Background: an optimization exercise with open tools, aiming at small area, a short achievable clock period and few clock cycles. Do not read the settings as production practice.
RTL that was checked went through simulation tests only; none was proved equivalent to the original.
Only the layout flow was run in run 2; the RTL was not checked for function there.
Power figures rest on the tool's default switching activity, not on a simulated workload.

==> design/flow/design.v <==
package lc3b_types;
typedef logic [15:0] lc3b_word;
typedef logic [2:0] lc3b_reg;
typedef enum logic [3:0] {
	op_br  = 4'b0000,
	op_add = 4'b0001,
	op_and = 4'b0101,
	op_ldr = 4'b0110,
	op_str = 4'b0111,
	op_not = 4'b1001,
	op_jmp = 4'b1100,
	op_shf = 4'b1101,
	op_lea = 4'b1110
} lc3b_opcode;
typedef enum logic [1:0] {
	fn_add = 2'b00,
	fn_and = 2'b01,
	fn_not = 2'b10
} alu_fn;
typedef union packed {
	struct packed {
		lc3b_opcode opcode;
		lc3b_reg dest;
		lc3b_reg sr1;
		logic imm;          
		logic [1:0] unused;
		lc3b_reg sr2;
	} reg_form;
	struct packed {
		lc3b_opcode opcode;
		lc3b_reg dest;
		lc3b_reg sr1;
		logic imm;
		logic [4:0] imm5;   
	} imm_form;
} lc3b_instr;
endpackage
module issue_control #(parameter tag_width = 3)
(
	input logic clk,
	input lc3b_types::lc3b_word instr,
	input logic instr_is_new,
	input lc3b_types::lc3b_word curr_pc,
	input logic cdb_valid,
	input logic [tag_width-1:0] cdb_tag,
	input lc3b_types::lc3b_word cdb_data,
	input logic [2:0] station_busy,
	input logic rob_full,
	input logic [tag_width-1:0] rob_addr,
	input lc3b_types::lc3b_word rob_sr1_value,
	input lc3b_types::lc3b_word rob_sr2_value,
	input logic rob_sr1_valid,
	input logic rob_sr2_valid,
	input lc3b_types::lc3b_word sr1_value,
	input logic sr1_busy,
	input logic [tag_width-1:0] sr1_tag,
	input lc3b_types::lc3b_word sr2_value,
	input logic sr2_busy,
	input logic [tag_width-1:0] sr2_tag,
	output logic stall,
	output logic [2:0] station_load,
	output lc3b_types::alu_fn res_fn,
	output lc3b_types::lc3b_word res_Vj,
	output lc3b_types::lc3b_word res_Vk,
	output logic [tag_width-1:0] res_Qj,
	output logic [tag_width-1:0] res_Qk,
	output logic res_j_ready,
	output logic res_k_ready,
	output logic [tag_width-1:0] res_dest,
	output logic rob_write_enable,
	output lc3b_types::lc3b_reg rob_dest,
	output lc3b_types::lc3b_word rob_value_in,
	output logic rob_value_ready,
	output lc3b_types::lc3b_reg sr1,
	output lc3b_types::lc3b_reg sr2,
	output lc3b_types::lc3b_reg reg_dest,
	output logic ld_reg_busy_dest,
	output logic [tag_width-1:0] reg_rob_entry
);
lc3b_types::lc3b_instr ir;
lc3b_types::lc3b_opcode opcode;
lc3b_types::lc3b_word sext5;
logic [8:0] offset9;
lc3b_types::lc3b_word lea_value;
logic is_alu;
assign ir = instr;
assign opcode = ir.reg_form.opcode;
assign sr1 = ir.reg_form.sr1;
assign sr2 = ir.reg_form.sr2;
assign offset9 = ir.imm_form[8:0];
assign sext5 = {{11{ir.imm_form.imm5[4]}}, ir.imm_form.imm5};
assign lea_value = curr_pc + {{6{offset9[8]}}, offset9, 1'b0};	 
assign is_alu = (opcode == lc3b_types::op_add) || (opcode == lc3b_types::op_and) ||
	(opcode == lc3b_types::op_not);
assign res_dest = rob_addr;
assign rob_dest = ir.reg_form.dest;
assign reg_dest = ir.reg_form.dest;
assign reg_rob_entry = rob_addr;
assign rob_value_in = lea_value;	 
assign stall = instr_is_new && (rob_full || (is_alu && (&station_busy)));
always_comb
begin
	station_load = 3'b000;
	res_fn = lc3b_types::fn_add;
	res_Vj = '0;
	res_Vk = '0;
	res_Qj = '0;
	res_Qk = '0;
	res_j_ready = 1'b0;
	res_k_ready = 1'b0;
	rob_write_enable = 1'b0;
	rob_value_ready = 1'b0;
	ld_reg_busy_dest = 1'b0;
	if (instr_is_new && !stall)
	begin
		if (is_alu)
		begin
			if (!station_busy[0])
				station_load = 3'b001;
			else if (!station_busy[1])
				station_load = 3'b010;
			else
				station_load = 3'b100;
			case (opcode)
				lc3b_types::op_and: res_fn = lc3b_types::fn_and;
				lc3b_types::op_not: res_fn = lc3b_types::fn_not;
				default: res_fn = lc3b_types::fn_add;
			endcase
			if (!sr1_busy)
			begin
				res_Vj = sr1_value;
				res_j_ready = 1'b1;
			end
			else if (cdb_valid && cdb_tag == sr1_tag)	 
			begin
				res_Vj = cdb_data;
				res_j_ready = 1'b1;
			end
			else if (rob_sr1_valid)
			begin
				res_Vj = rob_sr1_value;
				res_j_ready = 1'b1;
			end
			else
				res_Qj = sr1_tag;	 
			if (opcode == lc3b_types::op_not)
				res_k_ready = 1'b1;	 
			else if (ir.reg_form.imm)
			begin
				res_Vk = sext5;
				res_k_ready = 1'b1;
			end
			else if (!sr2_busy)
			begin
				res_Vk = sr2_value;
				res_k_ready = 1'b1;
			end
			else if (cdb_valid && cdb_tag == sr2_tag)
			begin
				res_Vk = cdb_data;
				res_k_ready = 1'b1;
			end
			else if (rob_sr2_valid)
			begin
				res_Vk = rob_sr2_value;
				res_k_ready = 1'b1;
			end
			else
				res_Qk = sr2_tag;
			rob_write_enable = 1'b1;
			ld_reg_busy_dest = 1'b1;
		end
		else if (opcode == lc3b_types::op_lea)
		begin
			rob_write_enable = 1'b1;
			rob_value_ready = 1'b1;
			ld_reg_busy_dest = 1'b1;
		end
	end
end
endmodule
module reg_status_file #(parameter tag_width = 3)
(
	input logic clk,
	input logic reset,
	input lc3b_types::lc3b_reg sr1,
	input lc3b_types::lc3b_reg sr2,
	input lc3b_types::lc3b_reg reg_dest,
	input logic ld_reg_busy_dest,
	input logic [tag_width-1:0] reg_rob_entry,
	input logic commit_valid,
	input lc3b_types::lc3b_reg commit_reg,
	input lc3b_types::lc3b_word commit_value,
	input logic [tag_width-1:0] commit_tag,
	output lc3b_types::lc3b_word sr1_value,
	output logic sr1_busy,
	output logic [tag_width-1:0] sr1_tag,
	output lc3b_types::lc3b_word sr2_value,
	output logic sr2_busy,
	output logic [tag_width-1:0] sr2_tag
);
lc3b_types::lc3b_word value [8];
logic [7:0] busy;
logic [tag_width-1:0] tag [8];
always_ff @(posedge clk)
begin
	if (reset)
	begin
		for (int i = 0; i < 8; i++)
		begin
			value[i] <= '0;
			tag[i] <= '0;
		end
		busy <= '0;
	end
	else
	begin
		if (commit_valid)
		begin
			value[commit_reg] <= commit_value;
			if (tag[commit_reg] == commit_tag)	 
				busy[commit_reg] <= 1'b0;
		end
		if (ld_reg_busy_dest)
		begin
			busy[reg_dest] <= 1'b1;
			tag[reg_dest] <= reg_rob_entry;
		end
	end
end
assign sr1_value = value[sr1];
assign sr1_busy = busy[sr1];
assign sr1_tag = tag[sr1];
assign sr2_value = value[sr2];
assign sr2_busy = busy[sr2];
assign sr2_tag = tag[sr2];
endmodule
module reorder_buffer #(parameter tag_width = 3)
(
	input logic clk,
	input logic reset,
	input logic rob_write_enable,
	input lc3b_types::lc3b_reg rob_dest,
	input lc3b_types::lc3b_word rob_value_in,
	input logic rob_value_ready,
	input logic cdb_valid,
	input logic [tag_width-1:0] cdb_tag,
	input lc3b_types::lc3b_word cdb_data,
	input logic [tag_width-1:0] rob_sr1_read_addr,
	input logic [tag_width-1:0] rob_sr2_read_addr,
	output logic rob_full,
	output logic [tag_width-1:0] rob_addr,
	output lc3b_types::lc3b_word rob_sr1_value,
	output logic rob_sr1_valid,
	output lc3b_types::lc3b_word rob_sr2_value,
	output logic rob_sr2_valid,
	output logic commit_valid,
	output lc3b_types::lc3b_reg commit_reg,
	output lc3b_types::lc3b_word commit_value,
	output logic [tag_width-1:0] commit_tag
);
localparam int depth = 1 << tag_width;
lc3b_types::lc3b_reg entry_reg [depth];
lc3b_types::lc3b_word entry_value [depth];
logic [depth-1:0] entry_ready;
logic [tag_width-1:0] head;
logic [tag_width-1:0] tail;
logic [tag_width:0] count;
logic do_commit;
assign rob_full = (count == (tag_width+1)'(depth));
assign rob_addr = tail;
assign do_commit = (count != '0) && entry_ready[head];
assign rob_sr1_value = entry_value[rob_sr1_read_addr];
assign rob_sr1_valid = entry_ready[rob_sr1_read_addr];
assign rob_sr2_value = entry_value[rob_sr2_read_addr];
assign rob_sr2_valid = entry_ready[rob_sr2_read_addr];
always_ff @(posedge clk)
begin
	if (reset)
	begin
		head <= '0;
		tail <= '0;
		count <= '0;
		entry_ready <= '0;
		commit_valid <= 1'b0;
	end
	else
	begin
		if (cdb_valid)
			entry_ready[cdb_tag] <= 1'b1;
		if (rob_write_enable)
		begin
			entry_ready[tail] <= rob_value_ready;	 
			tail <= tail + 1'b1;
		end
		if (do_commit)
			head <= head + 1'b1;
		count <= count + (tag_width+1)'(rob_write_enable) - (tag_width+1)'(do_commit);
		commit_valid <= do_commit;
	end
end
always_ff @(posedge clk)
begin
	if (cdb_valid)
		entry_value[cdb_tag] <= cdb_data;
	if (rob_write_enable)
	begin
		entry_reg[tail] <= rob_dest;
		entry_value[tail] <= rob_value_in;
	end
	if (do_commit)
	begin
		commit_reg <= entry_reg[head];
		commit_value <= entry_value[head];
		commit_tag <= head;
	end
end
endmodule
module alu_station #(parameter tag_width = 3)
(
	input logic clk,
	input logic reset,
	input logic load,
	input lc3b_types::alu_fn res_fn,
	input lc3b_types::lc3b_word res_Vj,
	input lc3b_types::lc3b_word res_Vk,
	input logic [tag_width-1:0] res_Qj,
	input logic [tag_width-1:0] res_Qk,
	input logic res_j_ready,
	input logic res_k_ready,
	input logic [tag_width-1:0] res_dest,
	input logic cdb_valid,
	input logic [tag_width-1:0] cdb_tag,
	input lc3b_types::lc3b_word cdb_data,
	input logic grant,
	output logic busy,
	output logic done,
	output lc3b_types::lc3b_word result,
	output logic [tag_width-1:0] result_tag
);
lc3b_types::alu_fn fn;
lc3b_types::lc3b_word vj, vk, alu_out;
logic [tag_width-1:0] qj, qk;
logic j_ready, k_ready;
logic snoop_j, snoop_k, start;
assign snoop_j = busy && !j_ready && cdb_valid && (cdb_tag == qj);
assign snoop_k = busy && !k_ready && cdb_valid && (cdb_tag == qk);
assign start = busy && j_ready && k_ready && !done;
always_comb
begin
	case (fn)
		lc3b_types::fn_and: alu_out = vj & vk;
		lc3b_types::fn_not: alu_out = ~vj;
		default: alu_out = vj + vk;
	endcase
end
always_ff @(posedge clk)
begin
	if (reset)
	begin
		busy <= 1'b0;
		done <= 1'b0;
		j_ready <= 1'b0;
		k_ready <= 1'b0;
	end
	else if (load)
	begin
		busy <= 1'b1;
		done <= 1'b0;
		j_ready <= res_j_ready;
		k_ready <= res_k_ready;
	end
	else if (grant)
	begin
		busy <= 1'b0;	 
		done <= 1'b0;
	end
	else
	begin
		if (snoop_j)
			j_ready <= 1'b1;
		if (snoop_k)
			k_ready <= 1'b1;
		if (start)
			done <= 1'b1;
	end
end
always_ff @(posedge clk)
begin
	if (load)
	begin
		fn <= res_fn;
		vj <= res_Vj;
		vk <= res_Vk;
		qj <= res_Qj;
		qk <= res_Qk;
		result_tag <= res_dest;
	end
	else
	begin
		if (snoop_j)
			vj <= cdb_data;
		if (snoop_k)
			vk <= cdb_data;
		if (start)
			result <= alu_out;
	end
end
endmodule
module cdb_arbiter #(parameter tag_width = 3)
(
	input logic clk,
	input logic reset,
	input logic [2:0] done,
	input lc3b_types::lc3b_word result0,
	input lc3b_types::lc3b_word result1,
	input lc3b_types::lc3b_word result2,
	input logic [tag_width-1:0] tag0,
	input logic [tag_width-1:0] tag1,
	input logic [tag_width-1:0] tag2,
	output logic [2:0] grant,
	output logic cdb_valid,
	output logic [tag_width-1:0] cdb_tag,
	output lc3b_types::lc3b_word cdb_data
);
assign grant[0] = done[0];
assign grant[1] = done[1] && !done[0];
assign grant[2] = done[2] && !done[1] && !done[0];
always_ff @(posedge clk)
begin
	if (reset)
		cdb_valid <= 1'b0;
	else
		cdb_valid <= |done;
end
always_ff @(posedge clk)
begin
	if (grant[0])
	begin
		cdb_tag <= tag0;
		cdb_data <= result0;
	end
	else if (grant[1])
	begin
		cdb_tag <= tag1;
		cdb_data <= result1;
	end
	else if (grant[2])
	begin
		cdb_tag <= tag2;
		cdb_data <= result2;
	end
end
endmodule
module tomasulo_core #(parameter tag_width = 3)
(
	input logic clk,
	input logic reset,
	input lc3b_types::lc3b_word instr,
	input logic instr_is_new,
	input lc3b_types::lc3b_word curr_pc,
	output logic stall,
	output logic commit_valid,
	output lc3b_types::lc3b_reg commit_reg,
	output lc3b_types::lc3b_word commit_value
);
logic cdb_valid;
logic [tag_width-1:0] cdb_tag;
lc3b_types::lc3b_word cdb_data;
logic [2:0] station_load, station_busy, station_done, grant;
lc3b_types::alu_fn res_fn;
lc3b_types::lc3b_word res_Vj, res_Vk;
logic [tag_width-1:0] res_Qj, res_Qk, res_dest;
logic res_j_ready, res_k_ready;
lc3b_types::lc3b_word result0, result1, result2;
logic [tag_width-1:0] tag0, tag1, tag2;
logic rob_write_enable, rob_value_ready, rob_full;
lc3b_types::lc3b_reg rob_dest;
lc3b_types::lc3b_word rob_value_in;
logic [tag_width-1:0] rob_addr, commit_tag;
lc3b_types::lc3b_word rob_sr1_value, rob_sr2_value;
logic rob_sr1_valid, rob_sr2_valid;
lc3b_types::lc3b_reg sr1, sr2, reg_dest;
logic ld_reg_busy_dest;
logic [tag_width-1:0] reg_rob_entry;
lc3b_types::lc3b_word sr1_value, sr2_value;
logic sr1_busy, sr2_busy;
logic [tag_width-1:0] sr1_tag, sr2_tag;
issue_control #(.tag_width(tag_width)) issue0
(
	.clk, .instr, .instr_is_new, .curr_pc,
	.cdb_valid, .cdb_tag, .cdb_data,
	.station_busy, .rob_full, .rob_addr,
	.rob_sr1_value, .rob_sr2_value, .rob_sr1_valid, .rob_sr2_valid,
	.sr1_value, .sr1_busy, .sr1_tag, .sr2_value, .sr2_busy, .sr2_tag,
	.stall, .station_load, .res_fn, .res_Vj, .res_Vk, .res_Qj, .res_Qk,
	.res_j_ready, .res_k_ready, .res_dest,
	.rob_write_enable, .rob_dest, .rob_value_in, .rob_value_ready,
	.sr1, .sr2, .reg_dest, .ld_reg_busy_dest, .reg_rob_entry
);
reg_status_file #(.tag_width(tag_width)) regs0
(
	.clk, .reset, .sr1, .sr2, .reg_dest, .ld_reg_busy_dest, .reg_rob_entry,
	.commit_valid, .commit_reg, .commit_value, .commit_tag,
	.sr1_value, .sr1_busy, .sr1_tag, .sr2_value, .sr2_busy, .sr2_tag
);
reorder_buffer #(.tag_width(tag_width)) rob0
(
	.clk, .reset, .rob_write_enable, .rob_dest, .rob_value_in, .rob_value_ready,
	.cdb_valid, .cdb_tag, .cdb_data,
	.rob_sr1_read_addr(sr1_tag), .rob_sr2_read_addr(sr2_tag),
	.rob_full, .rob_addr, .rob_sr1_value, .rob_sr1_valid, .rob_sr2_value, .rob_sr2_valid,
	.commit_valid, .commit_reg, .commit_value, .commit_tag
);
alu_station #(.tag_width(tag_width)) station0
(
	.clk, .reset, .load(station_load[0]), .res_fn, .res_Vj, .res_Vk, .res_Qj, .res_Qk,
	.res_j_ready, .res_k_ready, .res_dest, .cdb_valid, .cdb_tag, .cdb_data,
	.grant(grant[0]), .busy(station_busy[0]), .done(station_done[0]),
	.result(result0), .result_tag(tag0)
);
alu_station #(.tag_width(tag_width)) station1
(
	.clk, .reset, .load(station_load[1]), .res_fn, .res_Vj, .res_Vk, .res_Qj, .res_Qk,
	.res_j_ready, .res_k_ready, .res_dest, .cdb_valid, .cdb_tag, .cdb_data,
	.grant(grant[1]), .busy(station_busy[1]), .done(station_done[1]),
	.result(result1), .result_tag(tag1)
);
alu_station #(.tag_width(tag_width)) station2
(
	.clk, .reset, .load(station_load[2]), .res_fn, .res_Vj, .res_Vk, .res_Qj, .res_Qk,
	.res_j_ready, .res_k_ready, .res_dest, .cdb_valid, .cdb_tag, .cdb_data,
	.grant(grant[2]), .busy(station_busy[2]), .done(station_done[2]),
	.result(result2), .result_tag(tag2)
);
cdb_arbiter #(.tag_width(tag_width)) arbiter0
(
	.clk, .reset, .done(station_done),
	.result0, .result1, .result2, .tag0, .tag1, .tag2,
	.grant, .cdb_valid, .cdb_tag, .cdb_data
);
endmodule
==> design/flow/run.sh <==
#!/bin/bash
# synth_recipe.tcl (not shown) runs the flow's synth.tcl, then flattens the netlist and writes it again
# the make line also repeats each setting of config.mk as NAME=value (left out here)
make -C /OpenROAD-flow-scripts/flow DESIGN_CONFIG=/design/flow/config.mk WORK_HOME=/design/flow/orfs CLKGATE_MAP_FILE= SYNTH_SCRIPT=/design/flow/synth_recipe.tcl finish
==> design/flow/config.mk <==
export PLATFORM = sky130hd
export DESIGN_NAME = tomasulo_core
export DESIGN_NICKNAME = tomasulo_core
export VERILOG_FILES = /design/flow/design.v
export SDC_FILE = /design/flow/constraint.sdc
export NUM_CORES = 4
export LEC_CHECK = 0
export CAP_MARGIN = 20
export CORE_MARGIN = 2
export CORE_UTILIZATION = 40
export SLEW_MARGIN = 20
==> design/flow/constraint.sdc <==
create_clock -name core_clock -period 5.0 [get_ports {clk}]
set_input_delay 1.0000 -clock core_clock [delete_from_list [all_inputs] [get_ports {clk}]]
set_output_delay 1.0000 -clock core_clock [all_outputs]
set_load 0.01 [all_outputs]
==> out/results.tsv, run 1 <==
stage	metric	value	unit
worst_setup_path	Max Fanout on Critical Path	14	
detailed_routing	antenna viol nets, final	0	
floorplan	I/O pin count	56	
clock_tree	total clock sinks	562	
clock_tree	clock-pin slew of the registers on the worst-case setup and hold paths	0.06	ns
clock_tree	post-CTS resize count	0	
run_status	status	no timing/DRC/antenna violations	
timing	Slew HR	24.3	%
detailed_routing	drt via density	6.17	
pwr	PwrDens	297	nW/um^2
placed_design	Placed Cells	4164	
synthesis	ranking of synthesized cells by area	edfxtp_1 47%, mux4_2 8.4%, nand2_1 7.0%	
worst_hold_path	HP Class	reg2reg	
timing	setup_tns	0	ns
synthesis	YS warnings	6	
finish	non-filler instance count after layout	4278	
worst_setup_path	Critical Path RT	5.41	ns
flow_run	max-capacitance violation count	0	
worst_setup_path	critical setup path kind	in2reg	
timing	Worst-Margin Slew	1.13	ns
timing	Final Hold Fails	0	
detailed_routing	M1 WL	47700	um
synthesis	main flop type after synthesis	edfxtp_1	
finish	Post-Layout Inst Area	37600	um^2
clock_tree	root buffer cell	clkbuf_16	
pwr	total power draw	11.2	mW
synthesis	Synth cell types	88	
floorplan	Die Ht	294	um
clock_tree	Hold Buf Count CTS	0	
placed_design	placed inst area	35600	um^2
synthesis	Syn Nets	3272	
detailed_routing	top sig layer	met4	
detailed_routing	drt initial violations	3414	
worst_setup_path	CP max-delay cell	and2_1	
detailed_routing	Remaining DRCs	0	
timing	Worst Slack Setup Final	0.951	ns
synthesis	top cell type's share of synthesized area	46.5	%
floorplan	chip width	294	um
placed_design	port buffer count	55	
placed_design	HPWL after DPL	80500	um
clock_tree	H-tree depth	2	
grt	GRT Overall Usage	26.3	%
clock_tree	total CTS buffers	60	
clock_tree	TritonCTS clock tree	yes	
finish	fraction of layout cells with a size suffix above 1	13.9	%
synthesis	Syn Std Cell Area	33700	um^2
finish	most frequent cells in the layout	628 x nand2_1, 522 x edfxtp_1, 189 x o21ai_0	
timing	Clock Skew	0.0381	ns
synthesis	Post-synth EDFFs	522	
finish	fill count	7774	
synthesis	cell count after synthesis	3144	
detailed_routing	total number of vias	26400	
grt	GRT overflow	0	
worst_setup_path	worst path arrival time	4.46	ns
detailed_routing	met2 routed WL	51200	um
clock_tree	Bufs on Longest Clock Path	3	
clock_tree	Worst-Skew Late Latency	0.66	ns
timing	Setup-failing EPs final	0	
grt	vias in the first global route	24900	
synthesis	Async SR Flop Fraction	0	%
clock_tree	setup bufs post-CTS	0	
floorplan	Core Rows	106	
pwr	worst IR drop on VDD	251	uV
finish	antenna cell count	0	
timing	Final Max Slew Viols	0	
worst_setup_path	CP Capture Type	flop	
floorplan	Die ar.	86600	um^2
detailed_routing	1st-pass router iterations	7	
timing	final cycle utilization of the critical path	81.0	%
synthesis	Mean Syn Cell Area	10.7	um^2
detailed_routing	met3 wire len	11800	um
worst_setup_path	CP peak stage delay	0.92	ns
timing	RSZ-0062 raised after global routing	no	
finish	Syn-to-layout area delta	11.6	%
finish	final net count	3275	
synthesis	Seq cells post-synth	562	
floorplan	initial core utilization	40.3	%
finish	fin util	45.0	%
timing	Final min period	4.05	ns
floorplan	core footprint	83600	um^2
pwr	Leak	13.5	nW
synthesis	leading area contributor after synthesis	edfxtp_1	
finish	commonest non-fill, non-tap cell in the layout	nand2_1	
synthesis	register area share after synthesis	48.9	%
timing	Fmax	247	MHz
grt	initial antenna violation count	0	
placed_design	pre-CTS WS	0.489	ns
worst_setup_path	worst-path cell chain	buf_2 -> mux4_2 -> mux2i_1 -> and2_1 -> a32oi_1 -> o211ai_1 -> a21oi_1 -> o22a_1	
detailed_routing	WL final	115000	um
detailed_routing	wire per inst	26.9	um
placed_design	RePlAce Congestion	0.953	
worst_setup_path	CP Launch Type	input port	
grt	first-pass GRT wire length	167000	um
timing	hold_ws	0.512	ns
grt	largest net degree at the start of global routing	62	
[path summary, 6_finish.rpt]
path                   startpoint               to  slack (ns)  cells after the start
hold reg to reg     station2.busy    station2.busy        0.51                      2
setup reg to reg  regs0.tag[6][2]  station2.vj[10]        1.10                      7
setup / recovery         instr[6]  station2.vj[10]        0.95                      8
hold / removal      station2.busy    station2.busy        0.51                      2
[cell families (layout without fill, tap and decap cells)]
kind of cell    Yosys count  after routing  synth area share [%]
simple gates           1221           1221                  16.8
mux                     255            255                  12.6
flops                   562            562                  48.9
buf+inv                 314            368                  3.69
xor+xnor                 75             75                  1.95
compound gates          624            624                  12.5
fa+ha+maj                93             93                  3.57
[cell type report]
cell class	count	area, um^2	area share, %
multi-input cells	2268	16100	42.8
clock inverters	29	360	0.959
well taps	1080	1350	3.60
flip-flops and latches	562	16500	43.8
repair buffers	156	1300	3.47
clock buffers	84	1630	4.34
inverters	99	372	0.989
[worst max-delay path: cells and delay by family]
family | cells | cell delay, ns
and+or+nand+nor | 1 | 0.92
AOI/OAI and AO/OA | 4 | 1.16
buffers and inverters | 1 | 0.25
muxes | 2 | 1.13
[metal layers]
layer	vias up	global-route usage [%]
met3	239	4.86
met2	1485	40.7
li1	11800	-
met5	-	0
met4	0	9.43
met1	12900	37.0
[power breakdown]
group	switching (mW)	leakage [nW]	total, mW	internal [mW]
clock	1.97	0.952	4.61	2.64
sequential	0.0652	5.23	5.26	5.19
combinational	0.854	7.35	1.29	0.431
[synth_stat cells, drive strengths merged, types with 5 or more instances]
cell type	n
ha	88
xor2	44
o21ai	209
fa	5
edfxtp	522
nor4	12
nand2b	19
a211oi	24
o221ai	44
mux2i	69
o41a	8
nor2b	23
a21o	22
o211ai	16
clkinv	5
or2	17
nand3	105
mux2	60
buf	52
a32oi	30
and3	21
o2111a	7
or3	18
xnor2	31
mux4	126
nor3	34
nand2	628
dfxtp	40
o21a	12
a221oi	43
o22a	10
or4	13
and2	147
a21boi	8
nor2	128
a22oi	5
a31oi	33
inv	94
o31ai	10
o41ai	7
nand4	30
a21oi	103
nor3b	7
clkbuf	163
Testbench counts, summed over its fixed seeds: cycles 6,043.
==> inputs of run 2 (changes only) <==
==> design/flow/design.v (replaced) <==
package lc3b_types;
typedef logic [15:0] lc3b_word;
typedef logic [2:0] lc3b_reg;
typedef enum logic [3:0] {
	op_br  = 4'b0000,
	op_add = 4'b0001,
	op_and = 4'b0101,
	op_ldr = 4'b0110,
	op_str = 4'b0111,
	op_not = 4'b1001,
	op_jmp = 4'b1100,
	op_shf = 4'b1101,
	op_lea = 4'b1110
} lc3b_opcode;
typedef enum logic [1:0] {
	fn_add = 2'b00,
	fn_and = 2'b01,
	fn_not = 2'b10
} alu_fn;
typedef union packed {
	struct packed {
		lc3b_opcode opcode;
		lc3b_reg dest;
		lc3b_reg sr1;
		logic imm;          
		logic [1:0] unused;
		lc3b_reg sr2;
	} reg_form;
	struct packed {
		lc3b_opcode opcode;
		lc3b_reg dest;
		lc3b_reg sr1;
		logic imm;
		logic [4:0] imm5;   
	} imm_form;
} lc3b_instr;
endpackage
module tomasulo_core #(parameter tag_width = 3)
(
	input logic clk,
	input logic reset,
	input logic [15:0] instr,
	input logic instr_is_new,
	input logic [15:0] curr_pc,
	output logic stall,
	output logic commit_valid,
	output logic [2:0] commit_reg,
	output logic [15:0] commit_value
);
assign stall = 1'b0;
logic [3:0] opcode;
logic [2:0] dr, sr1, sr2;
logic is_add, is_and, is_not, is_lea, writes, use_imm;
logic [15:0] imm;
assign opcode = instr[15:12];
assign dr = instr[11:9];
assign sr1 = instr[8:6];
assign sr2 = instr[2:0];
assign is_add = (opcode == 4'b0001);
assign is_and = (opcode == 4'b0101);
assign is_not = (opcode == 4'b1001);
assign is_lea = (opcode == 4'b1110);
assign writes = is_add | is_and | is_not | is_lea;
assign use_imm = is_lea | instr[5];
assign imm = is_lea ? curr_pc + {{6{instr[8]}}, instr[8:0], 1'b0} :
	{{11{instr[4]}}, instr[4:0]};
logic v1, v2;
logic [2:0] d1, d2;
logic f_and1, f_not1, f_and2, f_not2;
logic lea1, imm1_sel;
logic [2:0] s1_1, s2_1;
logic [15:0] imm1;
logic fa_res1, fa_cv1, fb_res1, fb_cv1;
logic [15:0] a2, b2, res;
always_ff @(posedge clk)
begin
	if (reset)
	begin
		v1 <= 1'b0;
		v2 <= 1'b0;
		commit_valid <= 1'b0;
	end
	else
	begin
		v1 <= instr_is_new && writes;
		v2 <= v1;
		commit_valid <= v2;
	end
end
always_ff @(posedge clk)
begin
	d1 <= dr;
	f_and1 <= is_and;
	f_not1 <= is_not;
	lea1 <= is_lea;
	imm1_sel <= use_imm;
	s1_1 <= sr1;
	s2_1 <= sr2;
	imm1 <= imm;
	fa_res1 <= v1 && d1 == sr1 && !is_lea;
	fa_cv1 <= v2 && d2 == sr1 && !is_lea;
	fb_res1 <= v1 && d1 == sr2 && !use_imm;
	fb_cv1 <= v2 && d2 == sr2 && !use_imm;
end
logic [15:0] regs [8];
logic [15:0] early_a, early_b;
assign early_a = fa_cv1 ? commit_value : lea1 ? 16'h0000 : regs[s1_1];
assign early_b = fb_cv1 ? commit_value : imm1_sel ? imm1 : regs[s2_1];
always_ff @(posedge clk)
begin
	d2 <= d1;
	f_and2 <= f_and1;
	f_not2 <= f_not1;
	a2 <= fa_res1 ? res : early_a;
	b2 <= fb_res1 ? res : early_b;
end
always_comb
begin
	if (f_and2)
		res = a2 & b2;
	else if (f_not2)
		res = ~a2;
	else
		res = a2 + b2;
end
always_ff @(posedge clk)
begin
	commit_reg <= d2;
	commit_value <= res;
end
logic [15:0] wdata;
assign wdata = reset ? 16'h0000 : commit_value;
always_ff @(posedge clk)
begin
	for (int i = 0; i < 8; i++)
		if (reset || (commit_valid && commit_reg == 3'(i)))
			regs[i] <= wdata;
end
endmodule
--- a/design/flow/config.mk
+++ b/design/flow/config.mk
@@ -8,4 +8,5 @@
 export CAP_MARGIN = 20
 export CORE_MARGIN = 2
-export CORE_UTILIZATION = 40
+export CORE_UTILIZATION = 55
+export SETUP_SLACK_MARGIN = 2.75
 export SLEW_MARGIN = 20
==> run 2 against run 1 <==
- first-iteration DRC count fell by 85%
- highest routed layer unchanged
- area after synthesis fell by 68%
- sequential share of layout area hardly changed
- setup slack better by 1.7 ns
- critical path depth rose by 1
- sequential power is 51% lower
- still clean on timing, DRC and antenna
- synthesized cell count down 69%
- global-route usage is 3.9 points higher
==> out/results.tsv, run 2 <==
stage	metric	value	unit	change
finish	fraction of layout cells with a size suffix above 1	22.6	%	was 13.9%
clock_tree	total CTS buffers	24		was 60
timing	Final min period	2.40	ns	was 4.05 ns
synthesis	YS warnings	2		was 6
synthesis	main flop type after synthesis	edfxtp_1		unchanged
synthesis	top-count cell post-synth	edfxtp_1		was nand2_1
grt	first-pass GRT wire length	47400	um	was 167000 um
synthesis	Seq cells post-synth	220		was 562
detailed_routing	total number of vias	8307		was 26400
placed_design	RePlAce Congestion	0.896		was 0.953
clock_tree	Worst-Skew Late Latency	0.52	ns	was 0.66 ns
timing	Final Max Slew Viols	0		unchanged
timing	Fmax	417	MHz	was 247 MHz
detailed_routing	WL final	31300	um	was 115000 um
detailed_routing	M1 WL	13100	um	was 47700 um
synthesis	Syn Nets	1036		was 3272
floorplan	initial core utilization	55.5	%	was 40.3%
detailed_routing	met2 routed WL	15300	um	was 51200 um
timing	setup_tns	0	ns	unchanged
worst_setup_path	R2R cell count	9		was 7
synthesis	ranking of synthesized cells by area	edfxtp_1 36%, dfxtp_1 17%, a21oi_1 4.3%		was edfxtp_1 47%, mux4_2 8.4%, nand2_1 7.0%
synthesis	Synth cell types	67		was 88
clock_tree	TritonCTS clock tree	yes		unchanged
grt	vias in the first global route	8344		was 24900
worst_setup_path	Critical Path RT	5.40	ns	was 5.41 ns
floorplan	Die ar.	20700	um^2	was 86600 um^2
clock_tree	Bufs on Longest Clock Path	3		unchanged
worst_setup_path	Max Fanout on Critical Path	3		was 14
synthesis	cell count after synthesis	969		was 3144
synthesis	Mean Syn Cell Area	11.1	um^2	was 10.7 um^2
synthesis	leading area contributor after synthesis	edfxtp_1		unchanged
synthesis	Post-synth EDFFs	128		was 522
finish	antenna cell count	0		unchanged
timing	Clock Skew	0.0163	ns	was 0.0381 ns
worst_hold_path	HP Class	reg2reg		unchanged
finish	Reg with most FFs	regs		
grt	initial antenna violation count	0		unchanged
detailed_routing	met3 wire len	1800	um	was 11800 um
detailed_routing	wire per inst	23.6	um	was 26.9 um
timing	Worst-Margin Slew	1.10	ns	was 1.13 ns
synthesis	Async SR Flop Fraction	0	%	unchanged
synthesis	register area share after synthesis	53.0	%	was 48.9%
clock_tree	total clock sinks	220		was 562
finish	max reg flops	128		
worst_setup_path	critical setup path kind	reg2reg		was in2reg
worst_setup_path	CP Launch Type	flop		was input port
worst_setup_path	worst-path cell chain	ha_4 -> fa_2 -> a21o_1 -> a31o_1 -> a21oi_2 -> xor2_1 -> mux2i_1 -> mux2_4 -> mux2_2		was buf_2 -> mux4_2 -> mux2i_1 -> and2_1 -> a32oi_1 -> o211ai_1 -> a21oi_1 -> o22a_1
run_status	status	no timing/DRC/antenna violations		unchanged
finish	commonest non-fill, non-tap cell in the layout	edfxtp_1		was nand2_1
pwr	Leak	4.95	nW	was 13.5 nW
floorplan	core footprint	19300	um^2	was 83600 um^2
timing	Slew HR	26.4	%	was 24.3%
grt	largest net degree at the start of global routing	38		was 62
placed_design	placed inst area	11600	um^2	was 35600 um^2
detailed_routing	drt via density	6.26		was 6.17
synthesis	top cell type's share of synthesized area	35.8	%	was 46.5%
worst_setup_path	worst path arrival time	2.80	ns	was 4.46 ns
clock_tree	H-tree depth	1		was 2
finish	Syn-to-layout area delta	21.7	%	was 11.6%
floorplan	I/O pin count	56		unchanged
flow_run	max-capacitance violation count	0		unchanged
worst_setup_path	CP peak stage delay	0.34	ns	was 0.92 ns
worst_hold_path	hold path cells	0		was 2
pwr	PwrDens	438	nW/um^2	was 297 nW/um^2
clock_tree	root buffer cell	clkbuf_16		unchanged
detailed_routing	Remaining DRCs	0		unchanged
timing	final cycle utilization of the critical path	48.0	%	was 81.0%
pwr	worst IR drop on VDD	311	uV	was 251 uV
finish	Post-Layout Inst Area	13100	um^2	was 37600 um^2
floorplan	chip width	144	um	was 294 um
grt	GRT overflow	0		unchanged
detailed_routing	drt initial violations	518		was 3414
worst_setup_path	CP Capture Type	flop		unchanged
grt	GRT Overall Usage	30.2	%	was 26.3%
floorplan	Die Ht	144	um	was 294 um
synthesis	Syn Std Cell Area	10700	um^2	was 33700 um^2
placed_design	port buffer count	54		was 55
worst_setup_path	CP max-delay cell	dfxtp_2		was and2_1
finish	final net count	1110		was 3275
placed_design	HPWL after DPL	20200	um	was 80500 um
detailed_routing	top sig layer	met4		unchanged
detailed_routing	antenna viol nets, final	0		unchanged
finish	most frequent cells in the layout	128 x edfxtp_1, 81 x a21oi_1, 78 x o21ai_0		was 628 x nand2_1, 522 x edfxtp_1, 189 x o21ai_0
timing	Final Hold Fails	0		unchanged
timing	RSZ-0062 raised after global routing	yes		was no
floorplan	Core Rows	51		was 106
synthesis	Post-synth top cells	128 x edfxtp_1, 92 x a21oi_1, 92 x dfxtp_1, 84 x o21ai_0, 69 x nand2_1		was 628 x nand2_1, 522 x edfxtp_1, 197 x o21ai_0, 161 x clkbuf_1, 147 x and2_1
clock_tree	clock-pin slew of the registers on the worst-case setup and hold paths	0.06	ns	about the same
timing	Setup-failing EPs final	0		unchanged
detailed_routing	1st-pass router iterations	5		was 7
finish	fill count	1433		was 7774
-- run 2: cells by family (layout without fill, tap and decap cells) --
group,count (synthesis),in the layout,share of synthesized area [%]
other cells,1,1,0.0349
xor+xnor,37,37,3.02
flops,220,220,53.0
mux,79,79,9.80
buf+inv,90,182,3.35
fa+ha+maj,32,32,3.87
compound gates,307,307,18.0
simple gates,203,203,9.00
-- run 2: layout make-up --
class | count | area [um^2] | area share, %
Clock buffer | 28 | 626 | 4.79
Tap cell | 265 | 332 | 2.54
Inverter | 35 | 135 | 1.03
Multi-Input combinational cell | 659 | 5220 | 39.9
Sequential cell | 220 | 5730 | 43.9
Timing Repair Buffer | 103 | 905 | 6.93
Clock inverter | 16 | 119 | 0.910
-- run 2: metrics by stage --
step | power [mW] | std cells | worst slack [ns] | util (%) | hold slack [ns]
2_1_floorplan | 3.33 | 969 | 2.47 | - | 0.310
3_3_place_gp | 3.82 | 1247 | 1.64 | 59.7 | 0.311
3_5_place_dp | 3.86 | 1247 | 1.55 | 59.7 | 0.313
4_1_cts | 5.62 | 1310 | 2.63 | 66.2 | 0.327
5_1_grt | 5.95 | 1326 | 2.53 | 67.6 | 0.335
6_report | 5.72 | 1326 | 2.60 | 67.6 | 0.327
-- run 2: final timing paths --
kind	start	endpoint	slack, ns
worst max register to register	a2[0]	a2[6]	2.60
worst min register to register	f_not1	f_not2	0.33
worst max-delay path	a2[0]	a2[6]	2.60
worst min-delay path	f_not1	f_not2	0.33
-- run 2: metal layers --
| layer | vias up | GRT usage, % |
|---|---|---|
| li1 | 3784 | - |
| met5 | - | 0 |
| met1 | 4126 | 40.4 |
| met2 | 324 | 49.9 |
| met3 | 73 | 4.40 |
| met4 | 0 | 12.0 |
-- run 2: repair_timing --
action	in CTS	in global routing
pin swaps	40	45
endpoints found under the setup margin	320	38
buffers inserted	19	16
gates resized for setup	157	48
hold buffers	0	0
-- run 2: where the power goes --
part           total [mW]  switching [mW]  leakage, nW  internal (mW)
registers            2.59           0.255         2.08           2.34
clock network        1.66           0.708        0.365          0.950
logic                1.47           0.793         2.50          0.678
total                5.72            1.76         4.95           3.96
-- run 2: critical path, delay by kind of cell, from the launching register on --
kind,cells,cell delay [ns]
adder cells (fa/ha/maj),2,0.51
multiplexers,3,0.71
AO/OA/AOI/OAI,3,0.54
flip-flops,1,0.34
XOR/XNOR,1,0.19
==> inputs of run 3 (changes only) <==
==> design/flow/design.v (replaced) <==
package lc3b_types;
typedef logic [15:0] lc3b_word;
typedef logic [2:0] lc3b_reg;
typedef enum logic [3:0] {
	op_br  = 4'b0000,
	op_add = 4'b0001,
	op_and = 4'b0101,
	op_ldr = 4'b0110,
	op_str = 4'b0111,
	op_not = 4'b1001,
	op_jmp = 4'b1100,
	op_shf = 4'b1101,
	op_lea = 4'b1110
} lc3b_opcode;
typedef enum logic [1:0] {
	fn_add = 2'b00,
	fn_and = 2'b01,
	fn_not = 2'b10
} alu_fn;
typedef union packed {
	struct packed {
		lc3b_opcode opcode;
		lc3b_reg dest;
		lc3b_reg sr1;
		logic imm;          
		logic [1:0] unused;
		lc3b_reg sr2;
	} reg_form;
	struct packed {
		lc3b_opcode opcode;
		lc3b_reg dest;
		lc3b_reg sr1;
		logic imm;
		logic [4:0] imm5;   
	} imm_form;
} lc3b_instr;
endpackage
module tomasulo_core #(parameter tag_width = 3)
(
	input logic clk,
	input logic reset,
	input logic [15:0] instr,
	input logic instr_is_new,
	input logic [15:0] curr_pc,
	output logic stall,
	output logic commit_valid,
	output logic [2:0] commit_reg,
	output logic [15:0] commit_value
);
assign stall = 1'b0;
logic [3:0] opcode;
logic [2:0] dr, sr1, sr2;
logic is_add, is_and, is_not, is_lea, writes;
assign opcode = instr[15:12];
assign dr = instr[11:9];
assign sr1 = instr[8:6];
assign sr2 = instr[2:0];
assign is_add = (opcode == 4'b0001);
assign is_and = (opcode == 4'b0101);
assign is_not = (opcode == 4'b1001);
assign is_lea = (opcode == 4'b1110);
assign writes = is_add | is_and | is_not | is_lea;
logic v2;
logic [2:0] d2;
logic f_and2, f_not2;
logic [15:0] a2, b2;
logic [15:0] res;
always_comb
begin
	if (f_and2)
		res = a2 & b2;
	else if (f_not2)
		res = ~a2;
	else
		res = a2 + b2;
end
logic [15:0] regs [8];
logic [15:0] rd1, rd2, op_a, op_b;
assign rd1 = (v2 && d2 == sr1) ? res : regs[sr1];
assign rd2 = (v2 && d2 == sr2) ? res : regs[sr2];
assign op_a = is_lea ? curr_pc : rd1;
assign op_b = is_lea ? {{6{instr[8]}}, instr[8:0], 1'b0} :
	instr[5] ? {{11{instr[4]}}, instr[4:0]} : rd2;
logic [15:0] wdata;
assign wdata = reset ? 16'h0000 : res;
always_ff @(posedge clk)
begin
	for (int i = 0; i < 8; i++)
		if (reset || (v2 && d2 == 3'(i)))
			regs[i] <= wdata;
end
always_ff @(posedge clk)
begin
	if (reset)
		v2 <= 1'b0;
	else
		v2 <= instr_is_new && writes;
	if (reset)
		commit_valid <= 1'b0;
	else
		commit_valid <= v2;
end
always_ff @(posedge clk)
begin
	d2 <= dr;
	f_and2 <= is_and;
	f_not2 <= is_not;
	a2 <= op_a;
	b2 <= op_b;
	commit_reg <= d2;
	commit_value <= res;
end
endmodule
--- a/design/flow/config.mk
+++ b/design/flow/config.mk
@@ -8,5 +8,4 @@
 export CAP_MARGIN = 20
 export CORE_MARGIN = 2
-export CORE_UTILIZATION = 55
-export SETUP_SLACK_MARGIN = 2.75
+export CORE_UTILIZATION = 40
 export SLEW_MARGIN = 20
==> run 3 against run 2 <==
- still clean on timing, DRC and antenna
- synthesized cell count fell by 14%
- clock power fell by 17%
- setup slack got worse by 0.65 ns
- cell count fell by 9.9%
- via count fell by 17%
- area after synthesis fell by 11%
- clock-buffer cell count fell by 11
- sequential power fell by 14%
- maximum frequency fell by 21%
- critical path depth fell by 1
- critical path type unchanged
==> out/results.tsv, run 3 <==
stage	metric	value	unit	change
run_status	status	no timing/DRC/antenna violations		unchanged
detailed_routing	Remaining DRCs	0		unchanged
detailed_routing	1st-pass router iterations	8		was 5
placed_design	port buffer count	54		unchanged
timing	Final Max Slew Viols	0		unchanged
timing	final cycle utilization of the critical path	61.0	%	was 48.0%
synthesis	Seq cells post-synth	186		was 220
detailed_routing	antenna viol nets, final	0		unchanged
synthesis	Syn Nets	889		was 1036
clock_tree	post-CTS resize count	0		was 157
placed_design	placed inst area	10200	um^2	was 11600 um^2
finish	Post-Layout Inst Area	10800	um^2	was 13100 um^2
worst_setup_path	Max Fanout on Critical Path	8		was 3
worst_setup_path	critical setup path kind	reg2reg		unchanged
synthesis	register area share after synthesis	52.7	%	was 53.0%
clock_tree	total CTS buffers	17		was 24
floorplan	Die Ht	158	um	was 144 um
clock_tree	Worst-Skew Late Latency	0.43	ns	was 0.52 ns
synthesis	top cell type's share of synthesized area	40.4	%	was 35.8%
worst_setup_path	reg2reg start	b2[0]		was a2[0]
worst_setup_path	CP Capture Type	flop		unchanged
finish	commonest non-fill, non-tap cell in the layout	edfxtp_1		unchanged
placed_design	RePlAce Congestion	0.849		was 0.896
worst_setup_path	CP peak stage delay	0.53	ns	was 0.34 ns
timing	Worst-Margin Slew	1.03	ns	was 1.10 ns
synthesis	ranking of synthesized cells by area	edfxtp_1 40%, dfxtp_1 12%, mux4_2 4.3%		was edfxtp_1 36%, dfxtp_1 17%, a21oi_1 4.3%
clock_tree	clock-pin slew of the registers on the worst-case setup and hold paths	0.07	ns	was 0.06 ns
worst_setup_path	CP max-delay cell	nor2_1		was dfxtp_2
finish	final net count	916		was 1110
synthesis	top-count cell post-synth	edfxtp_1		unchanged
synthesis	Syn Std Cell Area	9510	um^2	was 10700 um^2
clock_tree	H-tree depth	4		was 1
pwr	total power draw	4.95	mW	was 5.72 mW
pwr	PwrDens	458	nW/um^2	was 438 nW/um^2
worst_setup_path	r2r setup slk	1.95	ns	was 2.60 ns
timing	setup_tns	0	ns	unchanged
synthesis	Mean Syn Cell Area	11.4	um^2	was 11.1 um^2
worst_hold_path	WHS Endpoint	commit_reg[0]		was f_not2
grt	GRT overflow	0		unchanged
worst_setup_path	R2R cell count	8		was 9
flow_run	max-capacitance violation count	0		unchanged
floorplan	Core Rows	56		was 51
floorplan	I/O pin count	56		unchanged
worst_setup_path	CP Launch Type	flop		unchanged
pwr	worst IR drop on VDD	210	uV	was 311 uV
grt	GRT Overall Usage	21.5	%	was 30.2%
clock_tree	Hold Buf Count CTS	0		unchanged
synthesis	Post-synth EDFFs	128		unchanged
worst_setup_path	Critical Path RT	5.15	ns	was 5.40 ns
finish	fraction of layout cells with a size suffix above 1	11.6	%	was 22.6%
timing	Final min period	3.05	ns	was 2.40 ns
grt	first-pass GRT wire length	40100	um	was 47400 um
synthesis	Synth cell types	75		was 67
synthesis	cell count after synthesis	836		was 969
floorplan	core footprint	23400	um^2	was 19300 um^2
synthesis	leading area contributor after synthesis	edfxtp_1		unchanged
finish	Reg with most FFs	regs		unchanged
floorplan	chip width	158	um	was 144 um
synthesis	Async SR Flop Fraction	0	%	unchanged
detailed_routing	drt initial violations	599		was 518
finish	Syn-to-layout area delta	13.7	%	was 21.7%
finish	most frequent cells in the layout	128 x edfxtp_1, 63 x nor2_1, 58 x o21ai_0, 58 x dfxtp_1, 51 x a21oi_1		was 128 x edfxtp_1, 81 x a21oi_1, 78 x o21ai_0
placed_design	HPWL after DPL	18000	um	was 20200 um
placed_design	Placed Cells	1163		was 1247
clock_tree	total clock sinks	186		was 220
clock_tree	setup bufs post-CTS	0		was 19
finish	max reg flops	128		unchanged
detailed_routing	WL final	25900	um	was 31300 um
synthesis	YS warnings	2		unchanged
worst_setup_path	reg-to-reg endpoint	regs[3][8]		was a2[6]
detailed_routing	drt via density	5.78		was 6.26
worst_setup_path	worst path arrival time	3.20	ns	was 2.80 ns
timing	Clock Skew	0.00804	ns	was 0.0163 ns
floorplan	initial core utilization	40.6	%	was 55.5%
timing	RSZ-0062 raised after global routing	no		was yes
pwr	Leak	4.02	nW	was 4.95 nW
grt	initial antenna violation count	0		unchanged
finish	antenna cell count	0		unchanged
detailed_routing	wire per inst	21.6	um	was 23.6 um
clock_tree	TritonCTS clock tree	yes		unchanged
clock_tree	Bufs on Longest Clock Path	2		was 3
grt	largest net degree at the start of global routing	39		was 38
worst_hold_path	hold path cells	0		unchanged
timing	Setup-failing EPs final	0		unchanged
floorplan	Die ar.	25000	um^2	was 20700 um^2
timing	Fmax	328	MHz	was 417 MHz
clock_tree	root buffer cell	clkbuf_16		unchanged
synthesis	main flop type after synthesis	edfxtp_1		unchanged
worst_setup_path	worst-path cell chain	ha_1 -> fa_1 -> a211oi_1 -> o21ai_1 -> a31oi_1 -> mux2i_1 -> nand2_1 -> nor2_1		was ha_4 -> fa_2 -> a21o_1 -> a31o_1 -> a21oi_2 -> xor2_1 -> mux2i_1 -> mux2_4 -> mux2_2
synthesis	Post-synth top cells	128 x edfxtp_1, 63 x nor2_1, 58 x dfxtp_1, 58 x o21ai_0, 51 x a21oi_1		was 128 x edfxtp_1, 92 x a21oi_1, 92 x dfxtp_1, 84 x o21ai_0, 69 x nand2_1
finish	non-filler instance count after layout	1195		was 1326
timing	Slew HR	31.3	%	was 26.4%
worst_hold_path	HP Class	reg2reg		unchanged
worst_hold_path	min-delay src	d2[0]		was f_not1
timing	Final Hold Fails	0		unchanged
grt	vias in the first global route	6673		was 8344
detailed_routing	total number of vias	6907		was 8307
-- run 3: cell types whose count changed after synthesis, moves of 13 or more --
cell      before  now
o21ai_0       84   58
ha_1          30   17
xor2_1        18    2
a21oi_1       92   51
buf_2         11   24
dfxtp_1       92   58
nand2_1       69   49
clkbuf_1      32   18
-- run 3: worst max path at each step --
stage                        start    endpoint  slack (ns)  cells past startpoint
after floorplan           instr[0]      b2[14]        2.59                      6
after global placement    instr[6]      a2[11]        1.74                      9
after detailed placement  instr[6]      a2[15]        1.72                      8
after CTS                    b2[0]  regs[3][8]        1.94                      8
after global routing         a2[0]  regs[3][8]        1.76                      8
final                        b2[0]  regs[3][8]        1.95                      8
-- run 3: cells by family (layout without fill, tap and decap cells) --
group,count (synthesis),after routing,synth area share [%]
xor+xnor,9,9,0.829
flops,186,186,52.7
compound gates,254,254,18.3
buf+inv,91,131,4.75
simple gates,208,208,10.8
fa+ha+maj,18,18,2.45
other cells,1,1,0.0395
mux,69,69,10.2
-- run 3: final cells by class --
| cell class | count | area (um^2) |
|---|---|---|
| Sequential cell | 186 | 5000 |
| Multi-Input combinational cell | 559 | 4060 |
| Fill cell | 2170 | 12600 |
| Inverter | 30 | 113 |
| Clock inverter | 15 | 173 |
| Timing Repair Buffer | 69 | 633 |
| Clock buffer | 17 | 425 |
| Tap cell | 319 | 399 |
-- run 3: layer usage --
metal / wire, um / vias to the layer above / track usage, %
met5: 0 / - / 0
met4: 396 / 0 / 5.49
met3: 1480 / 31 / 3.37
met2: 12100 / 233 / 34.6
met1: 11900 / 3402 / 30.6
li1: - / 3241 / -
-- run 3: critical path, delay by kind of cell (launching register included) --
| kind | cells | cell delay, ns |
|---|---|---|
| AOI/OAI and AO/OA | 3 | 0.76 |
| adders and majority gates | 2 | 0.66 |
| DFF | 1 | 0.34 |
| muxes | 1 | 0.27 |
| and+or+nand+nor | 2 | 0.72 |
-- run 3: per-stage QoR --
stage	hold slack [ns]	utilization, %	worst slack [ns]
6_report	0.495	46.2	1.95
5_1_grt	0.506	46.2	1.76
2_1_floorplan	0.329	-	2.59
3_5_place_dp	0.479	43.6	1.72
3_3_place_gp	0.477	43.6	1.74
4_1_cts	0.490	46.2	1.94
-- run 3: where the power goes --
part	switching, mW	internal [mW]
Combinational	0.775	0.590
Sequential	0.152	2.07
Clock	0.651	0.716
Testbench counts of run 3, summed over its fixed seeds: cycles 4,814.
==> inputs of run 4 (changes only) <==
--- a/design/flow/design.v
+++ b/design/flow/design.v
@@ -61,25 +61,20 @@
 assign is_lea = (opcode == 4'b1110);
 assign writes = is_add | is_and | is_not | is_lea;
-logic v2;
-logic [2:0] d2;
-logic f_and2, f_not2;
-logic [15:0] a2, b2;
-logic [15:0] res;
+logic [15:0] regs [8];
+logic [15:0] op_a, op_b, res;
+assign op_a = is_lea ? curr_pc : regs[sr1];
+assign op_b = is_lea ? {{6{instr[8]}}, instr[8:0], 1'b0} :
+	instr[5] ? {{11{instr[4]}}, instr[4:0]} : regs[sr2];
 always_comb
 begin
-	if (f_and2)
-		res = a2 & b2;
-	else if (f_not2)
-		res = ~a2;
+	if (is_and)
+		res = op_a & op_b;
+	else if (is_not)
+		res = ~op_a;
 	else
-		res = a2 + b2;
+		res = op_a + op_b;
 end
-logic [15:0] regs [8];
-logic [15:0] rd1, rd2, op_a, op_b;
-assign rd1 = (v2 && d2 == sr1) ? res : regs[sr1];
-assign rd2 = (v2 && d2 == sr2) ? res : regs[sr2];
-assign op_a = is_lea ? curr_pc : rd1;
-assign op_b = is_lea ? {{6{instr[8]}}, instr[8:0], 1'b0} :
-	instr[5] ? {{11{instr[4]}}, instr[4:0]} : rd2;
+logic we;
+assign we = instr_is_new && writes;
 logic [15:0] wdata;
 assign wdata = reset ? 16'h0000 : res;
@@ -87,5 +82,5 @@
 begin
 	for (int i = 0; i < 8; i++)
-		if (reset || (v2 && d2 == 3'(i)))
+		if (reset || (we && dr == 3'(i)))
 			regs[i] <= wdata;
 end
@@ -93,20 +88,8 @@
 begin
 	if (reset)
-		v2 <= 1'b0;
-	else
-		v2 <= instr_is_new && writes;
-	if (reset)
 		commit_valid <= 1'b0;
 	else
-		commit_valid <= v2;
-end
-always_ff @(posedge clk)
-begin
-	d2 <= dr;
-	f_and2 <= is_and;
-	f_not2 <= is_not;
-	a2 <= op_a;
-	b2 <= op_b;
-	commit_reg <= d2;
+		commit_valid <= we;
+	commit_reg <= dr;
 	commit_value <= res;
 end
==> run 4 against run 3 <==
- still clean on timing, DRC and antenna
- clock skew is 0.0039 ns higher
- cell count is 7.2% lower
- sequential share of layout area is 4.8 points lower
- hold slack better by 0.28 ns
- sequential power is 16% lower
- flip-flop and latch count is 38 lower
- synthesized cell count is 15% lower
- highest routed layer unchanged
==> out/results.tsv, run 4 <==
stage	metric	value	unit	change
synthesis	cell count after synthesis	710		was 836
placed_design	Placed Cells	1077		was 1163
finish	most frequent cells in the layout	128 x edfxtp_1, 87 x buf_4, 64 x nor2_1		was 128 x edfxtp_1, 63 x nor2_1, 58 x o21ai_0, 58 x dfxtp_1, 51 x a21oi_1
timing	Final Hold Fails	0		unchanged
worst_hold_path	HP Class	reg2reg		unchanged
synthesis	ranking of synthesized cells by area	edfxtp_1 47%, mux4_2 5.5%, dfxtp_1 4.9%		was edfxtp_1 40%, dfxtp_1 12%, mux4_2 4.3%
grt	largest net degree at the start of global routing	19		was 39
synthesis	top-count cell post-synth	edfxtp_1		unchanged
synthesis	register area share after synthesis	52.1	%	was 52.7%
clock_tree	H-tree depth	4		unchanged
synthesis	post-synthesis simple-gate area fraction	10.5	%	was 10.8%
grt	GRT Overall Usage	24.7	%	was 21.5%
synthesis	top cell type's share of synthesized area	47.2	%	was 40.4%
floorplan	Core Rows	52		was 56
finish	fill count	1691		was 2170
placed_design	port buffer count	54		unchanged
finish	fin util	50.8	%	was 46.2%
finish	Post-Layout Inst Area	10200	um^2	was 10800 um^2
worst_setup_path	worst-path cell chain	clkdlybuf4s50_1 -> buf_4 -> nor2b_1 -> a22o_1 -> a221o_1 -> o21ai_0 -> o21ai_0 -> o21ai_0 -> fa_1 -> nand2b_1 -> a21o_1 -> nand2_1 -> xnor2_1 -> o211a_1 -> nor3_1		was ha_1 -> fa_1 -> a211oi_1 -> o21ai_1 -> a31oi_1 -> mux2i_1 -> nand2_1 -> nor2_1
worst_setup_path	Max Fanout on Critical Path	8		unchanged
floorplan	Die ar.	21500	um^2	was 25000 um^2
worst_setup_path	critical setup path kind	in2reg		was reg2reg
grt	GRT met2 Usage	38.6	%	was 34.6%
synthesis	largest family of logic cells by synthesized area	compound AO/OA/AOI/OAI gates		unchanged
clock_tree	TritonCTS clock tree	yes		unchanged
clock_tree	total clock sinks	148		was 186
worst_hold_path	hold path cells	3		was 0
grt	vias in the first global route	6587		was 6673
clock_tree	clock-pin slew of the registers on the worst-case setup and hold paths	0.06	ns	was 0.07 ns
finish	max reg flops	128		unchanged
floorplan	I/O pin count	56		unchanged
timing	Fmax	216	MHz	was 328 MHz
worst_setup_path	CP Launch Type	input port		was flop
timing	Setup-failing EPs final	0		unchanged
timing	RSZ-0062 raised after global routing	no		unchanged
finish	fraction of layout cells with a size suffix above 1	20.7	%	was 11.6%
clock_tree	setup bufs post-CTS	0		unchanged
run_status	status	no timing/DRC/antenna violations		unchanged
clock_tree	Hold Buf Count CTS	0		unchanged
detailed_routing	Remaining DRCs	0		unchanged
finish	non-filler instance count after layout	1109		was 1195
timing	Clock Skew	0.0119	ns	was 0.00804 ns
placed_design	RePlAce Congestion	1.01		was 0.849
detailed_routing	antenna viol nets, final	0		unchanged
grt	GRT overflow	0		unchanged
timing	Worst-Margin Slew	0.966	ns	was 1.03 ns
detailed_routing	wire per inst	23.6	um	was 21.6 um
synthesis	Mean Syn Cell Area	11.5	um^2	was 11.4 um^2
worst_setup_path	Critical Path RT	5.10	ns	was 5.15 ns
detailed_routing	WL final	26200	um	was 25900 um
synthesis	leading area contributor after synthesis	edfxtp_1		unchanged
placed_design	placed inst area	9580	um^2	was 10200 um^2
worst_setup_path	R2R cell count	13		was 8
worst_setup_path	CP peak stage delay	0.75	ns	was 0.53 ns
detailed_routing	1st-pass router iterations	7		was 8
synthesis	Async SR Flop Fraction	0	%	unchanged
timing	Slew HR	35.1	%	was 31.3%
clock_tree	Bufs on Longest Clock Path	2		unchanged
detailed_routing	total number of vias	6670		was 6907
synthesis	Synth Area in Compound Gates	18.1	%	was 18.3%
finish	commonest non-fill, non-tap cell in the layout	edfxtp_1		unchanged
grt	global routing's busiest layer	met2		unchanged
pwr	Leak	3.93	nW	was 4.02 nW
finish	final net count	878		was 916
floorplan	Die Ht	147	um	was 158 um
synthesis	adder-cell share of the synthesized area	2.70	%	was 2.45%
floorplan	chip width	147	um	was 158 um
grt	initial antenna violation count	0		unchanged
floorplan	core footprint	20100	um^2	was 23400 um^2
worst_setup_path	Crit. path cell count	15		was 8
synthesis	Syn Std Cell Area	8150	um^2	was 9510 um^2
timing	Final Max Slew Viols	0		unchanged
grt	first-pass GRT wire length	39800	um	was 40100 um
worst_setup_path	CP max-delay cell	nor3_1		was nor2_1
timing	final cycle utilization of the critical path	92.4	%	was 61.0%
synthesis	Syn Nets	762		was 889
detailed_routing	drt initial violations	775		was 599
synthesis	Post-Synth XOR/XNOR Area	0.968	%	was 0.829%
timing	Final min period	4.62	ns	was 3.05 ns
flow_run	max-capacitance violation count	0		unchanged
finish	antenna cell count	0		unchanged
clock_tree	Worst-Skew Late Latency	0.44	ns	was 0.43 ns
worst_setup_path	CP Capture Type	flop		unchanged
worst_setup_path	Buffers & Inverters on Critical Path	2		was 0
timing	hold_ws	0.772	ns	was 0.495 ns
grt	met1 Use GR	34.7	%	was 30.6%
worst_setup_path	worst path arrival time	4.73	ns	was 3.20 ns
floorplan	initial core utilization	40.5	%	was 40.6%
synthesis	Synth cell types	70		was 75
pwr	PwrDens	455	nW/um^2	was 458 nW/um^2
grt	met3 Use GR	5.06	%	was 3.37%
timing	setup_tns	0	ns	unchanged
synthesis	Post-synth EDFFs	128		unchanged
synthesis	post-synthesis mux area share	11.7	%	was 10.2%
clock_tree	root buffer cell	clkbuf_16		unchanged
finish	Syn-to-layout area delta	25.4	%	was 13.7%
placed_design	HPWL after DPL	19100	um	was 18000 um
synthesis	Post-synth top cells	128 x edfxtp_1, 64 x nor2_1, 52 x o21ai_0, 51 x nand2_1, 41 x a21oi_1		was 128 x edfxtp_1, 63 x nor2_1, 58 x dfxtp_1, 58 x o21ai_0, 51 x a21oi_1
detailed_routing	drt via density	6.01		was 5.78
worst_setup_path	Crit path top cell by count	o21ai_0		
clock_tree	total CTS buffers	17		unchanged
synthesis	Seq cells post-synth	148		was 186
pwr	worst IR drop on VDD	244	uV	was 210 uV
synthesis	YS warnings	2		unchanged
worst_setup_path	Top delay family on crit path	simple AND/OR/NAND/NOR gates		was compound AO/OA/AOI/OAI gates
synthesis	main flop type after synthesis	edfxtp_1		unchanged
==> run 4: per-stage QoR <==
stage | power (mW) | worst slack (ns)
6_report | 4.65 | 0.378
5_1_grt | 4.84 | 0.104
4_1_cts | 4.63 | 0.151
3_5_place_dp | 3.25 | -0.274
3_3_place_gp | 3.22 | -0.186
2_1_floorplan | 2.64 | 0.738
==> run 4: cell families after synthesis <==
logic type / after synthesis
compound gates: 220
simple gates: 182
flops: 148
buf+inv: 67
mux: 66
fa+ha+maj: 17
xor+xnor: 9
other cells: 1
==> run 4: what timing repair did <==
action / CTS / global route
endpoints found under the hold margin: 0 / 0
resized for setup: 0 / 2
setup endpoints to repair: 0 / 16
==> run 4: worst reg2reg max path: stages, from the launching register on <==
cell      delay (ns)
edfxtp_1        0.42
mux2_2          0.29
a22o_1          0.18
a221oi_1        0.39
o21ai_0         0.21
ha_1            0.24
inv_1           0.08
fa_1            0.20
nand2b_1        0.15
a21o_1          0.16
nand2_1         0.09
xnor2_1         0.15
o211a_1         0.22
nor3_1          0.75
==> run 4: layout make-up <==
type / instances / area (um^2) / share of cell area [%]
multi-input combinational: 495 / 3660 / 35.8
tap: 270 / 338 / 3.31
clock buffer: 17 / 425 / 4.16
timing repair buffer: 146 / 1280 / 12.5
sequential: 148 / 4240 / 41.5
inverter: 18 / 67.6 / 0.661
clock inverter: 15 / 206 / 2.02
==> run 4: path summary, 6_finish.rpt <==
kind	start	endpoint	slack (ns)
max reg2reg	regs[6][0]	regs[5][6]	1.14
min	regs[0][9]	commit_value[9]	0.77
min reg2reg	regs[0][9]	commit_value[9]	0.77
max	instr[1]	regs[5][6]	0.38
==> run 4: layer usage <==
layer / wire length [um] / part of all wire (%) / vias up
li1: - / - / 2991
met1: 11500 / 44 / 3282
met2: 11900 / 45 / 350
met3: 2290 / 8.8 / 47
met4: 574 / 2.2 / 0
met5: 0 / 0 / -
==> run 4: where the power goes <==
part	internal [mW]	switching [mW]	leakage, nW
clock	0.812	0.576	0.314
combinational	0.657	0.740	2.13
sequential	1.73	0.131	1.48
Testbench counts of run 4, summed over its fixed seeds: cycles 4,806.

## what the ideal ports hide
In the flow no input, the clock included, has a driving cell. The finished layouts below were timed again as built, in two steps. Step 1: set_driving_cell puts a clkbuf_16 on clk and a buf_2 on each other input, an assumption about the parent block. Step 2, shift: input delay + t, output delay - t, t = (earliest + latest rising clock arrival at the registers) / 2. This alone moves slack from input paths to output paths. a / b / c = ideal ports / drivers / drivers and shift; a / b = the first two.
run	shift t [ns]	setup WS [ns]	worst slew at a driven data input, ns
run 1	0.709	0.951 / 0.978 / 0.269	0.06
run 2	0.559	2.602 / 2.602 / 2.087	0.05
run 3	0.473	1.950 / 1.950 / 1.630	0.04
run 4	0.475	0.378 / 0.398 / -0.077	0.05
Met with ideal ports but missed after step 2: setup timing in run 4. The setup slack of run 1, which loses most, moves by +0.027 ns with the drivers and by -0.682 ns with both steps.
